Background: an optimization exercise with open tools, aiming at small area, a short achievable clock period and few clock cycles per item. Do not read the settings as production practice.
No run shown here included a check of the RTL's function; only the layout flow was run.
Power figures rest on the tool's default switching activity, not on a simulated workload.

### flow/config.mk
export PLATFORM = sky130hd
export DESIGN_NAME = token_bucket_shaper
export DESIGN_NICKNAME = token_bucket_shaper
export VERILOG_FILES = /design/flow/design.v
export SDC_FILE = /design/flow/constraint.sdc
export NUM_CORES = 4
export LEC_CHECK = 0
export ABC_AREA = 1
export CAP_MARGIN = 20
export CORE_MARGIN = 2
export CORE_UTILIZATION = 60
export CTS_CLUSTER_DIAMETER = 80
export CTS_CLUSTER_SIZE = 22
export SETUP_SLACK_MARGIN = 3.5
export SLEW_MARGIN = 20
### flow/constraint.sdc
create_clock -name core_clock -period 5.5 [get_ports {clk}]
set_input_delay 1.1000 -clock core_clock [delete_from_list [all_inputs] [get_ports {clk}]]
set_output_delay 1.1000 -clock core_clock [all_outputs]
set_load 0.01 [all_outputs]
### flow/design.v
package tbs_pkg;
  localparam int unsigned ID_W    = 32;
  localparam int unsigned TOKEN_W = 16;
  localparam int unsigned EVENT_W = 3;
  localparam int unsigned LEVEL_W = 5;
  localparam int unsigned ENTRY_W = ID_W + TOKEN_W;
  localparam logic [TOKEN_W-1:0] BUCKET_RESET = 16'd10;
  localparam logic REQ_TICK   = 1'b0;
  localparam logic REQ_PACKET = 1'b1;
  typedef enum logic [EVENT_W-1:0] {
    EV_TOKEN_ADDED   = 3'd0,
    EV_TOKEN_DROPPED = 3'd1,
    EV_TOO_BIG       = 3'd2,
    EV_QUEUED        = 3'd3,
    EV_QUEUE_FULL    = 3'd4,
    EV_PASSED        = 3'd5
  } event_t;
  typedef enum logic [1:0] {
    ST_IDLE = 2'b01,
    ST_EXEC = 2'b10
  } state_t;
endpackage
module tbs_ram #(
  parameter int unsigned WIDTH = 48,
  parameter int unsigned DEPTH = 16
) (
  input  logic                     clk,
  input  logic                     we,
  input  logic [$clog2(DEPTH)-1:0] waddr,
  input  logic [WIDTH-1:0]         wdata,
  input  logic [$clog2(DEPTH)-1:0] raddr,
  output logic [WIDTH-1:0]         rdata
);
  logic [WIDTH-1:0] mem [DEPTH];
  always_ff @(posedge clk) begin
    if (we) begin
      mem[waddr] <= wdata;
    end
    rdata <= mem[raddr];
  end
endmodule
module token_bucket_shaper #(
  parameter int unsigned QUEUE_DEPTH = 16
) (
  input  logic                         clk,
  input  logic                         rst,
  input  logic                         cfg_wen,
  input  logic [tbs_pkg::TOKEN_W-1:0]  cfg_wdata,    
  input  logic                         s_tvalid,
  output logic                         s_tready,
  input  logic [47:0]                  s_tdata,      
  input  logic                         s_tuser,      
  output logic                         m_tvalid,
  input  logic                         m_tready,
  output logic [55:0]                  m_tdata,      
  output logic [3:0]                   m_tuser       
);
  localparam int unsigned IW = tbs_pkg::ID_W;
  localparam int unsigned TW = tbs_pkg::TOKEN_W;
  localparam int unsigned SW = TW + 1;              
  localparam int unsigned PW = $clog2(QUEUE_DEPTH);
  localparam int unsigned CW = $clog2(QUEUE_DEPTH + 1);
  function automatic logic [TW:0] sub_ks(input logic [TW-1:0] a, input logic [TW-1:0] b);
    logic [TW-1:0] g;
    logic [TW-1:0] p;
    logic [TW-1:0] x;
    x = a ^ ~b;
    g = a & ~b;
    p = x;
    g[0] = g[0] | p[0];
    for (int k = 1; k < TW; k = k * 2) begin
      for (int i = TW - 1; i >= k; i--) begin
        g[i] = g[i] | (p[i] & g[i-k]);
        p[i] = p[i] & p[i-k];
      end
    end
    sub_ks = {g[TW-1], x ^ {g[TW-2:0], 1'b1}};
  endfunction
  function automatic logic [2*TW+1:0] sub_cs(input logic [TW-1:0] a, input logic [TW-1:0] b);
    logic [TW-1:0] g;
    logic [TW-1:0] p;
    logic [TW-1:0] x;
    x = a ^ ~b;
    g = a & ~b;
    p = x;
    for (int k = 1; k < TW; k = k * 2) begin
      for (int i = TW - 1; i >= k; i--) begin
        g[i] = g[i] | (p[i] & g[i-k]);
        p[i] = p[i] & p[i-k];
      end
    end
    sub_cs = {g[TW-1], x ^ {g[TW-2:0], 1'b0},
              g[TW-1] | p[TW-1], x ^ ({g[TW-2:0], 1'b0} | {p[TW-2:0], 1'b1})};
  endfunction
  function automatic logic [SW-1:0] add_s(input logic [SW-1:0] a, input logic [SW-1:0] b);
    logic [SW-1:0] g;
    logic [SW-1:0] p;
    logic [SW-1:0] x;
    x = a ^ b;
    g = a & b;
    p = x;
    for (int k = 1; k < SW; k = k * 2) begin
      for (int i = SW - 1; i >= k; i--) begin
        g[i] = g[i] | (p[i] & g[i-k]);
        p[i] = p[i] & p[i-k];
      end
    end
    add_s = x ^ {g[SW-2:0], 1'b0};
  endfunction
  function automatic logic [TW-1:0] inc_t(input logic [TW-1:0] a);
    logic [TW-1:0] c;
    c[0] = 1'b1;
    for (int i = 1; i < TW; i++) c[i] = &(a | ~((TW'(1) << i) - 1'b1));
    inc_t = a ^ c;
  endfunction
  function automatic logic [TW-1:0] dec_t(input logic [TW-1:0] a);
    logic [TW-1:0] c;
    c[0] = 1'b1;
    for (int i = 1; i < TW; i++) c[i] = ~|(a & ((TW'(1) << i) - 1'b1));
    dec_t = a ^ c;
  endfunction
  function automatic logic [SW-1:0] inc_s(input logic [SW-1:0] a);
    logic [SW-1:0] c;
    c[0] = 1'b1;
    for (int i = 1; i < SW; i++) c[i] = &(a | ~((SW'(1) << i) - 1'b1));
    inc_s = a ^ c;
  endfunction
  function automatic logic [SW-1:0] dec_s(input logic [SW-1:0] a);
    logic [SW-1:0] c;
    c[0] = 1'b1;
    for (int i = 1; i < SW; i++) c[i] = ~|(a & ((SW'(1) << i) - 1'b1));
    dec_s = a ^ c;
  endfunction
  function automatic logic [CW-1:0] inc_c(input logic [CW-1:0] a);
    logic [CW-1:0] c;
    c[0] = 1'b1;
    for (int i = 1; i < CW; i++) c[i] = &(a | ~((CW'(1) << i) - 1'b1));
    inc_c = a ^ c;
  endfunction
  function automatic logic [CW-1:0] dec_c(input logic [CW-1:0] a);
    logic [CW-1:0] c;
    c[0] = 1'b1;
    for (int i = 1; i < CW; i++) c[i] = ~|(a & ((CW'(1) << i) - 1'b1));
    dec_c = a ^ c;
  endfunction
  function automatic logic [PW-1:0] inc_p(input logic [PW-1:0] a);
    logic [PW-1:0] c;
    c[0] = 1'b1;
    for (int i = 1; i < PW; i++) c[i] = &(a | ~((PW'(1) << i) - 1'b1));
    inc_p = a ^ c;
  endfunction
  logic               sk_v;
  logic               sk_kind;
  logic [IW-1:0]      sk_id;
  logic [TW-1:0]      sk_need;
  logic               sk_big;
  logic               in_v;
  logic               in_kind;
  logic [IW-1:0]      in_id;
  logic [TW-1:0]      in_need;
  logic               in_big;      
  logic               out_v;
  tbs_pkg::event_t    out_ev;
  logic               out_rel;
  logic [IW-1:0]      out_rid;
  logic [TW-1:0]      bucket_size;
  logic [TW-1:0]      tokens;
  logic [SW-1:0]      room;        
  logic [SW-1:0]      ehead;       
  logic [TW-1:0]      nxt_m1;      
  logic               nxt_z;       
  logic [CW-1:0]      count;
  logic [PW-1:0]      head;
  logic [PW-1:0]      head1;       
  logic [PW-1:0]      head2;       
  logic [PW-1:0]      tail;
  logic [IW-1:0]      mem_id      [QUEUE_DEPTH];
  logic [TW-1:0]      mem_need_m1 [QUEUE_DEPTH];    
  logic               mem_need_z  [QUEUE_DEPTH];    
  logic               accept;
  logic               fire;
  logic               in_load;
  logic               q_empty;
  logic               q_one;
  logic               q_full;
  logic [TW-1:0]      s_need;
  logic               s_big;
  logic [TW:0]        s_cmp;
  logic               is_tick;
  logic               lt;
  logic               ge_h;
  logic               ge_h1;
  logic               e_m1;        
  logic               tick_rel;
  logic               pass;
  logic               push;
  logic               pop;
  logic [TW-1:0]      tok_p1;
  logic [SW-1:0]      ehead_p1;
  logic [TW-1:0]      tok_pop;
  logic [TW:0]        dif_n;       
  logic [2*TW+1:0]    dif_en;      
  logic [2*TW+1:0]    dif_be;      
  logic [TW:0]        dif_bt;      
  logic [SW-1:0]      room_pn;     
  logic [SW-1:0]      room_m1;
  logic [SW-1:0]      eh_pop0;     
  logic [SW-1:0]      eh_pop1;     
  logic [TW-1:0]      tokens_next;
  logic [SW-1:0]      room_next;
  logic [SW-1:0]      ehead_next;
  tbs_pkg::event_t    ev_next;
  logic               rel_next;
  logic [IW-1:0]      rid_next;
  logic [TW-1:0]      next2_m1;
  logic               next2_z;
  logic [TW-1:0]      in_need_m1;
  logic               in_need_z;
  logic [IW-1:0]      head_id;
  assign s_tready = !sk_v;
  assign accept   = s_tvalid && !sk_v;
  assign fire     = in_v && (!out_v || m_tready);
  assign in_load  = !in_v || fire;
  assign q_empty  = (count == '0);
  assign q_one    = (count == CW'(1));
  assign q_full   = count[CW-1];
  assign s_need   = s_tdata[tbs_pkg::ENTRY_W-1:IW];
  assign s_cmp    = sub_ks(bucket_size, s_need);
  assign s_big    = !s_cmp[TW];
  assign is_tick  = (in_kind == tbs_pkg::REQ_TICK);
  assign lt       = !room[SW-1] && (room[TW-1:0] != '0);
  assign ge_h     = !ehead[SW-1];
  assign ge_h1    = !ehead[SW-1] || e_m1;
  assign tick_rel = !q_empty && (lt ? ge_h1 : ge_h);
  assign dif_n    = sub_ks(tokens, in_need);
  assign pass     = !in_big && q_empty && dif_n[TW];
  assign pop      = is_tick && tick_rel;
  assign push     = !is_tick && !in_big && !pass && !q_full;
  assign tok_p1   = inc_t(tokens);
  assign ehead_p1 = inc_s(ehead);
  assign tok_pop  = lt ? ehead_p1[TW-1:0] : ehead[TW-1:0];
  assign dif_en   = sub_cs(ehead[TW-1:0], nxt_m1);
  assign eh_pop0  = nxt_z ? {1'b0, ehead[TW-1:0]}    : {!dif_en[2*TW+1], dif_en[2*TW:TW+1]};
  assign e_m1     = &ehead;
  assign eh_pop1  = nxt_z ? {1'b0, ehead_p1[TW-1:0]} : {!dif_en[TW] || e_m1, dif_en[TW-1:0]};
  assign dif_be   = sub_cs(bucket_size, ehead[TW-1:0]);
  assign dif_bt   = sub_ks(bucket_size, tokens);
  assign room_pn  = add_s(room, {1'b0, in_need});
  assign room_m1  = dec_s(room);
  always_comb begin
    if (is_tick) begin
      ev_next  = lt ? tbs_pkg::EV_TOKEN_ADDED : tbs_pkg::EV_TOKEN_DROPPED;
      rel_next = tick_rel;
      rid_next = tick_rel ? head_id : '0;
    end else begin
      rel_next = pass;
      rid_next = pass ? in_id : '0;
      if (in_big)      ev_next = tbs_pkg::EV_TOO_BIG;
      else if (pass)   ev_next = tbs_pkg::EV_PASSED;
      else if (q_full) ev_next = tbs_pkg::EV_QUEUE_FULL;
      else             ev_next = tbs_pkg::EV_QUEUED;
    end
  end
  always_comb begin
    if (is_tick) begin
      if (tick_rel) begin
        tokens_next = tok_pop;
        if (lt) room_next = e_m1 ? {1'b0, bucket_size} : {!dif_be[2*TW+1], dif_be[2*TW:TW+1]};
        else    room_next = {!dif_be[TW], dif_be[TW-1:0]};
        ehead_next  = lt ? eh_pop1 : eh_pop0;
      end else begin
        tokens_next = lt ? tok_p1 : tokens;
        room_next   = lt ? room_m1 : room;
        ehead_next  = lt ? ehead_p1 : ehead;
      end
    end else begin
      tokens_next = pass ? dif_n[TW-1:0] : tokens;
      room_next   = pass ? room_pn : room;
      ehead_next  = q_empty ? {!dif_n[TW], dif_n[TW-1:0]} : ehead;
    end
  end
  assign in_need_m1 = dec_t(in_need);
  assign in_need_z  = (in_need == '0);
  always_comb begin
    next2_m1 = '0;
    next2_z  = 1'b0;
    head_id  = '0;
    for (int i = 0; i < QUEUE_DEPTH; i++) begin
      next2_m1 = next2_m1 | (mem_need_m1[i] & {TW{head2 == PW'(i)}});
      next2_z  = next2_z  | (mem_need_z[i]  & (head2 == PW'(i)));
      head_id  = head_id  | (mem_id[i]      & {IW{head  == PW'(i)}});
    end
  end
  always_ff @(posedge clk) begin
    if (rst) begin
      sk_v        <= 1'b0;
      in_v        <= 1'b0;
      out_v       <= 1'b0;
      bucket_size <= tbs_pkg::BUCKET_RESET;
      tokens      <= '0;
      room        <= SW'(tbs_pkg::BUCKET_RESET);
      count       <= '0;
      head        <= '0;
      head1       <= PW'(1);
      head2       <= PW'(2);
      tail        <= '0;
    end else begin
      if (cfg_wen) begin
        bucket_size <= cfg_wdata;
      end
      if (sk_v) begin
        if (in_load) sk_v <= 1'b0;
      end else begin
        if (accept && !in_load) sk_v <= 1'b1;
      end
      if (in_load) begin
        in_v <= sk_v || accept;
      end
      if (fire) begin
        out_v <= 1'b1;
      end else if (m_tready) begin
        out_v <= 1'b0;
      end
      if (fire) begin
        tokens <= tokens_next;
        room   <= room_next;
        if (push) begin
          count <= inc_c(count);
          tail  <= inc_p(tail);
        end
        if (pop) begin
          count <= dec_c(count);
          head  <= head1;
          head1 <= head2;
          head2 <= inc_p(head2);
        end
      end else begin
        room <= {!dif_bt[TW], dif_bt[TW-1:0]};
      end
    end
  end
  always_ff @(posedge clk) begin
    if (!sk_v) begin
      sk_kind <= s_tuser;
      sk_id   <= s_tdata[IW-1:0];
      sk_need <= s_need;
      sk_big  <= s_big;
    end
    if (in_load) begin
      if (sk_v) begin
        in_kind <= sk_kind;
        in_id   <= sk_id;
        in_need <= sk_need;
        in_big  <= sk_big;
      end else begin
        in_kind <= s_tuser;
        in_id   <= s_tdata[IW-1:0];
        in_need <= s_need;
        in_big  <= s_big;
      end
    end
    if (fire) begin
      out_ev  <= ev_next;
      out_rel <= rel_next;
      out_rid <= rid_next;
      ehead   <= ehead_next;
      if (pop) begin
        nxt_m1 <= next2_m1;
        nxt_z  <= next2_z;
      end else if (q_one) begin
        nxt_m1 <= in_need_m1;
        nxt_z  <= in_need_z;
      end
    end
    if (!q_full) begin
      mem_id[tail]      <= in_id;
      mem_need_m1[tail] <= in_need_m1;
      mem_need_z[tail]  <= in_need_z;
    end
  end
  assign m_tvalid = out_v;
  assign m_tdata  = {3'b000, count, tokens, out_rid};
  assign m_tuser  = {out_rel, out_ev};
endmodule
### flow/run.sh
#!/bin/bash
# synth_recipe.tcl (not shown) runs the flow's synth.tcl, then flattens the netlist and writes it again
# the make line also repeats each setting of config.mk as NAME=value (left out here)
make -C /OpenROAD-flow-scripts/flow DESIGN_CONFIG=/design/flow/config.mk WORK_HOME=/design/flow/orfs CLKGATE_MAP_FILE= SYNTH_SCRIPT=/design/flow/synth_recipe.tcl finish
==> impl_results.md, run 1 <==
- Status: complete, no violations
- Count of warnings emitted by yosys: 1
- Number of core rows: 99
- Die area: 76,540 µm²
- GRT overflow: 0
- Post-synthesis cell type count: 65
- Layout area overhead: 20.79%
- Die Width: 276.7 µm
- Number of clock sinks: 1,027
- Async SR Flop Fraction: 0%
- Die extent in y: 276.7 µm
- Finish-stage setup viols: 0
- Max-Cap Viols: 0
- Detail Route Antenna Nets: 0
- Max Freq: 294.3 MHz
- Clock skew: 43.41 ps
- Crit end category: flip-flop
- Fin worst setup slack: 2102 ps
- First-pass GRT wire length: 213,900 µm
- Final Slew Violations: 0
- Critical path's top delay family: buffers and inverters
- Worst skew pair latency: 680 ps
- First-pass iteration count of the detailed router: 6
- Setup TNS: 0 ps
- Top_reg_cell synth: edfxtp_1
- Top cell type's share of synthesized area: 60.86%
- Worst path bufs/invs: 19
- Hold Crit Depth: 2
- RSZ-0062 raised after global routing: yes
- HP Class: flip-flop to flip-flop
- Initial Util: 60.83%
- P_int: 11.41 mW
- R2R Setup Slk: 2100 ps
- Final net count: 4,484
- CP max stage delay: 340 ps
- Worst vdd ir: 0.3339 mV
- Clk buf depth: 3
- Initial antenna violation count: 2
- Clk pwr share: 29.3%
- Worst-path clk slew: 90 ps
- Crit path kind: flip-flop to flip-flop
- Cell area after synthesis: 44,610 µm²
- Design Area, Final: 53,880 µm²
- Lkg Pwr: 20.43 nW
- GP Congestion: 0.9957
- Synth area leaders: edfxtp_1, nand2_1, dfxtp_1
- Residual DRC: 0
- Pre-CTS WS: 1167 ps
- Comb pwr share: 13.2%
- Number of diodes: 0
- Sequential share of power: 57.5%
- Pwr/cell area: 286.1 nW/µm²
- TritonCTS Buffers: 56
- Top-level port count: 132
- CTS root buffer: clkbuf_16
- Ratio of cells with drive above 1 in the final layout: 19.64%
- Hold path start: sk_id[22]
- Total GRT Usage: 38.31%
- Crit-path most repeated cell: buf_6
- Yosys top cell by area: edfxtp_1
- Fin crit share: 61.78%
- Vias in the first global route: 32,690
- DR vias/cell: 6.554
- EDFF count, synth: 904
- FF-to-FF path depth: 29
- Sw Share: 26.00%
- H-tree levels: 2
- Period minus WS final: 3398 ps
- Initial detailed-routing violation count: 5,185
- Worst R2R Start: room[0]
- Total Power: 15.42 mW
- Largest net degree at the start of global routing: 67
- Sink of the worst hold path: sk_id[22]
- CTS tree: done
- WP data required: 6090 ps
- Capturing point of the worst reg2reg path: room[11]
- Dpl cells: 4,901
- Finished Layout Cells: 5,288
- Final wirelength: 152,300 µm
- Drt wl/cell: 28.80 µm
- Vias: 34,660
- Final Hold Vio Count: 0
- Post-synthesis sequential area ratio: 66.38%
- Worst relative slew slack: 23.83%
- Port bufs: 128
- Hold-fix buffers at CTS: 0
- Core Area: 73,330 µm²
- Startpoint types: flip-flop
- Post-place instance area: 47,430 µm²
- Crit path max fanout: 2
- Max stage delay cell, worst path: dfxtp_2
- Worst-Margin Slew: 1141 ps
- Syn Inst Count: 3,886
- DPL Wire Length: 86,900 µm
- CP arrival: 3990 ps
- Post-synthesis register bit count: 1,027
- Switching power total: 4.009 mW
- Mean Syn Cell Area: 11.48 µm²
==> cell families after synthesis <==
group	count (synthesis)	share of synthesized area [%]
xor+xnor	53	1.041
buf+inv	444	3.944
flops	1027	66.38
compound gates	730	10.65
simple gates	1500	14.22
other cells	1	0.008407
fa+ha+maj	131	3.759
==> synth_stat cells, drive strengths merged, types with 37 or more instances <==
library cell	count
nand2	941
edfxtp	904
inv	309
nor2	220
nand3	211
a21oi	206
o21ai	191
ha	126
dfxtp	123
a22o	105
clkbuf	78
nand4	68
a221oi	67
buf	53
xor2	37
==> stage by stage <==
step / util, % / hold slack, ps
2_1_floorplan: - / 414.3
3_5_place_dp: 64.67 / 435.6
3_3_place_gp: 64.66 / 425.7
5_1_grt: 73.48 / 476.9
4_1_cts: 71.25 / 458.6
6_report: 73.48 / 454.8
==> power groups by stage <==
stage / clock, mW / sequential (mW) / combinational (mW)
floorplan: 0 / 8.96 / 1.00
global placement: 0 / 9.04 / 1.51
detailed placement: 0 / 9.06 / 1.52
CTS: 4.50 / 8.85 / 1.82
global route: 4.75 / 8.88 / 2.16
finish: 4.52 / 8.87 / 2.03
==> cells in the final DEF, fill, tap and decap left out, types with 28 or more instances in the layout <==
| master | synthesis | layout |
|---|---|---|
| dfxtp_1 | 123 | 98 |
| inv_2 | 11 | 39 |
| xor2_1 | 37 | 32 |
| nand2_2 | 4 | 28 |
| a22o_1 | 105 | 105 |
| o21ai_0 | 182 | 123 |
| edfxtp_1 | 904 | 904 |
| nand4_1 | 65 | 65 |
| o21ai_2 | 0 | 39 |
| buf_2 | 36 | 33 |
| inv_1 | 296 | 248 |
| a211oi_1 | 28 | 28 |
| buf_4 | 8 | 177 |
| nand2_4 | 3 | 35 |
| a21oi_1 | 206 | 181 |
| buf_12 | 0 | 34 |
| clkbuf_16 | 0 | 57 |
| nand3_1 | 209 | 186 |
| clkbuf_1 | 77 | 38 |
| buf_6 | 1 | 112 |
| a221oi_1 | 67 | 67 |
| nor2_1 | 203 | 158 |
| nor2_4 | 4 | 50 |
| nand2_1 | 934 | 868 |
| ha_1 | 126 | 102 |
| clkdlybuf4s50_1 | 0 | 57 |
==> sequential cells by signal, summed over array words and instances, names as in the netlist, 3 cells and up <==
name	cells
head	4
count	5
in_id	32
out_rid	32
tokens	16
mem_need_z	16
bucket_size	16
nxt_m1	16
sk_id	32
out_ev	3
mem_need_m1	256
tail	4
head1	4
room	17
sk_need	16
ehead	17
in_need	16
head2	4
mem_id	512
==> routing by layer <==
layer | vias up | share of wire, % | GRT usage (%)
met1 | 16640 | 36 | 53.19
met4 | 2 | 5.3 | 17.11
met5 | - | 0.038 | 0.5629
met2 | 2703 | 44 | 58.16
met3 | 513 | 14 | 8.892
li1 | 14800 | - | -
==> worst max-delay path by stage <==
| stage | start | end | slack [ps] | cells past startpoint |
|---|---|---|---|---|
| after floorplan | ehead[0] | ehead[0] | 2200 | 21 |
| after global placement | room[1] | ehead[5] | 1250 | 19 |
| after detailed placement | ehead[0] | ehead[5] | 1170 | 21 |
| after CTS | room[1] | count[4] | 2200 | 22 |
| after global routing | ehead[0] | tokens[8] | 1920 | 21 |
| final | room[0] | room[11] | 2100 | 29 |
==> what timing repair did <==
item                                    4_1_cts  5_1_grt
gates resized for setup                     619      258
buffers inserted                            178       72
gates cloned                                 29        4
endpoints found under the setup margin     1227      923
pin swaps                                    96       78
==> layout make-up <==
type | instances | area (µm²)
flip-flops and latches | 1027 | 29690
fillers | 4692 | 19450
multi-input cells | 2432 | 15270
repair buffers | 447 | 4611
clock buffers | 95 | 1558
inverters | 313 | 1341
well taps | 959 | 1200
clock inverters | 9 | 145.1
repair inverters | 6 | 66.31
==> tightest hold or removal path: stages, from the launching register on <==
cell and delay [ps]:
dfxtp_1 310, nand2_1 50, nand2_1 70
==> inputs of run 2 (changes only) <==
--- a/flow/config.mk
+++ b/flow/config.mk
@@ -11,4 +11,2 @@
 export CORE_UTILIZATION = 60
-export CTS_CLUSTER_DIAMETER = 80
-export CTS_CLUSTER_SIZE = 22
 export SETUP_SLACK_MARGIN = 3.5
==> impl_results.md, run 2 <==
- Status: complete, no violations
- Total GRT Usage: 39.22% (+0.91 points)
- Number of core rows: 99 (unchanged)
- WP data required: 6070 ps (-20 ps)
- Initial detailed-routing violation count: 5,535 (+6.8%)
- Capturing point of the worst reg2reg path: tokens[8]
- Clk pwr share: 38.8% (+9.5 points)
- Die extent in y: 276.7 µm (unchanged)
- Largest net degree at the start of global routing: 67 (unchanged)
- Yosys top cell by area: edfxtp_1
- Pwr/cell area: 320.1 nW/µm² (+12%)
- Port bufs: 128 (unchanged)
- Fin crit share: 61.76% (about the same)
- Vias in the first global route: 33,720 (+3.1%)
- Ratio of cells with drive above 1 in the final layout: 21.86% (+2.2 points)
- P_int: 13.30 mW (+17%)
- Max Freq: 294.4 MHz (about the same)
- Detail Route Antenna Nets: 0 (unchanged)
- Post-synthesis cell type count: 65 (unchanged)
- Design Area, Final: 55,720 µm² (+3.4%)
- Sequential share of power: 49.8% (-7.7 points)
- TritonCTS Buffers: 98 (+75%)
- Async SR Flop Fraction: 0% (unchanged)
- Setup TNS: 0 ps (unchanged)
- Layout area overhead: 24.93%
- Top_reg_cell synth: edfxtp_1
- Final net count: 4,538 (+1.2%)
- Period minus WS final: 3397 ps (-1.120 ps)
- Biggest regs: mem_id x512, mem_need_m1 x256
- Final Hold Vio Count: 0 (unchanged)
- Die area: 76,540 µm² (unchanged)
- Hold-fix buffers at CTS: 0 (unchanged)
- Hold Crit Depth: 2 (unchanged)
- Final Slew Violations: 0 (unchanged)
- Synth area leaders: edfxtp_1, nand2_1, dfxtp_1
- DPL Wire Length: 86,900 µm (unchanged)
- Count leader, synth: nand2_1
- Worst-Margin Slew: 1280 ps (+138.8 ps)
- CTS root buffer: clkbuf_16
- Worst vdd ir: 0.4092 mV (+23%)
- Post-synthesis sequential area ratio: 66.38% (unchanged)
- Mean Syn Cell Area: 11.48 µm² (unchanged)
- Critical path origin: room[0]
- Most common cell after layout, fill and taps aside: edfxtp_1
- CTS tree: done
- First-pass iteration count of the detailed router: 10 (+4)
- HP Class: flip-flop to flip-flop
- Vias: 35,340 (+2.0%)
- Worst-path clk slew: 60 ps (-30 ps)
- Number of clock sinks: 1,027 (unchanged)
- Max-Cap Viols: 0 (unchanged)
- EDFF count, synth: 904 (unchanged)
- Startpoint types: flip-flop
- GP Congestion: 0.9957 (unchanged)
- Crit path max fanout: 8 (+6)
- Top reg by flops: mem_id
- Post-place instance area: 47,430 µm² (unchanged)
- First-pass GRT wire length: 219,100 µm (+2.4%)
- Cell area after synthesis: 44,610 µm² (unchanged)
- Initial antenna violation count: 7 (+5)
- Clock skew: 62.57 ps (+19.16 ps)
- Post-synthesis register bit count: 1,027 (unchanged)
- Residual DRC: 0 (unchanged)
- CP arrival: 3970 ps (-20 ps)
- Top cell type's share of synthesized area: 60.86% (unchanged)
- Comb pwr share: 11.3% (-1.9 points)
- Worst skew pair latency: 720 ps (+40 ps)
- Clk buf depth: 3 (unchanged)
- Worst relative slew slack: 14.56% (-9.3 points)
- Post-synth top cells: nand2_1, edfxtp_1, inv_1
- Finish-stage setup viols: 0 (unchanged)
- FF-to-FF path depth: 23 (-21%)
- Die Width: 276.7 µm (unchanged)
- Hold path start: sk_id[7]
- Top-level port count: 132 (unchanged)
- Worst R2R Start: room[0]
- Initial Util: 60.83% (unchanged)
- Drt wl/cell: 29.14 µm (+1.2%)
- R2R Setup Slk: 2100 ps (about the same)
- Syn Inst Count: 3,886 (unchanged)
- Core Area: 73,330 µm² (unchanged)
- Final wirelength: 156,800 µm (+3.0%)
- Crit end category: flip-flop
- Max reg flops: 512 (unchanged)
- DR vias/cell: 6.565 (+0.15%)
- Commonest non-fill, non-tap cells in the layout: edfxtp_1, nand2_1, inv_1, nand3_1, a21oi_1
- Switching power total: 4.540 mW (+13%)
- Sink of the worst hold path: sk_id[7]
- RSZ-0062 raised after global routing: yes
- H-tree levels: 3 (+1)
- Sw Share: 25.46% (-0.55 points)
- Lkg Pwr: 21.34 nW (+4.4%)
- Crit path kind: flip-flop to flip-flop
- Count of warnings emitted by yosys: 1 (unchanged)
- GRT overflow: 0 (unchanged)
## run 2: timing repair
| action | 4_1_cts | 5_1_grt |
|---|---|---|
| pin swaps | 109 | 75 |
| setup buffers | 189 | 71 |
| gates resized for setup | 699 | 251 |
| cloned | 32 | 3 |
| endpoints found under the hold margin | 0 | 0 |
| endpoints found under the setup margin | 1207 | 978 |
## run 2: power groups by stage
| stage | combinational (mW) | clock [mW] | sequential [mW] |
|---|---|---|---|
| finish | 2.02 | 6.93 | 8.89 |
| global route | 2.15 | 7.20 | 8.90 |
| floorplan | 1.00 | 0 | 8.96 |
| global placement | 1.51 | 0 | 9.04 |
| CTS | 1.82 | 6.91 | 8.87 |
| detailed placement | 1.52 | 0 | 9.06 |
## run 2: cell families after synthesis
| family | after synthesis | share of synthesized area (%) |
|---|---|---|
| simple gates | 1500 | 14.22 |
| flops | 1027 | 66.38 |
| compound gates | 730 | 10.65 |
| buf+inv | 444 | 3.944 |
| fa+ha+maj | 131 | 3.759 |
| xor+xnor | 53 | 1.041 |
| other cells | 1 | 0.008407 |
## run 2: critical path, cell delays in order (launching register included)
cell and delay, ps:
dfxtp_2 320, inv_2 70, ha_4 140, nor3b_4 190, nand3b_1 150, nor2_2 170
nand4_1 140, nor3_1 150, nand3_1 130, ha_4 220, nand2_2 60, a21boi_4 250
nand2_8 150, inv_16 100, nor2_8 40, inv_4 70, nor2_2 30, inv_2 70
buf_12 110, nand2_8 80, nor2_4 210, buf_6 190, o21ai_2 60, a31oi_1 170
## run 2: routing by layer
layer / share of wire, % / track usage (%) / vias to the layer above
li1: - / - / 14920
met5: 0.0083 / 0 / -
met2: 44 / 59.74 / 2889
met3: 14 / 9.145 / 662
met4: 5.9 / 19.30 / 2
met1: 36 / 53.54 / 16870
## run 2: worst max path at each step
stage	to	cells after the start	slack, ps
final	tokens[8]	23	2100
after global routing	ehead[8]	23	1970
after CTS	ehead[8]	21	2200
after global placement	ehead[5]	19	1250
after detailed placement	ehead[5]	21	1170
after floorplan	ehead[0]	21	2200
## run 2: area by class of cell
cell class	instances	area, µm²
diodes	4	10.01
clock buffers	122	2623
clock inverters	61	710.7
fillers	4346	17610
inverters	313	1386
multi-input cells	2431	15250
flip-flops and latches	1027	29690
well taps	959	1200
repair buffers	462	4815
repair inverters	4	42.54
## run 2: through the flow
step                setup slack, ps  hold WS [ps]  total power [mW]  utilization (%)  std cells
global route                   1972         480.3             18.25            75.99       5382
CTS                            2195         452.4             17.60            73.88       5305
detailed placement             1167         435.6             10.58            64.67       4901
finish                         2103         451.5             17.84            75.99       5383
floorplan                      2201         414.3             9.966                -       3888
global placement               1252         425.7             10.56            64.66       4901

==> what the ideal ports hide <==
No port has a modelled driver above. Below, the same layouts with a new extraction and two added sets of constraints.
Step 1 assumes that a clkbuf_16 drives the clock port and a buf_2 every other input.
Step 2 also shifts input and output timing later by t, the mid clock arrival at the registers, as if the neighbouring blocks saw the same clock.
a / b / c = ideal / step 1 / step 2; a / b = the first two.
run	t, ns	setup slack, ns	slew at the worst register clock pin (ns)	cell pins on the clock port's net
run 1	0.724	2.102 / 2.102 / 2.102	0.10 / 0.10	1
run 2	0.754	2.103 / 2.103 / 2.103	0.07 / 0.07	1
After both steps setup and hold are still met in every run listed.
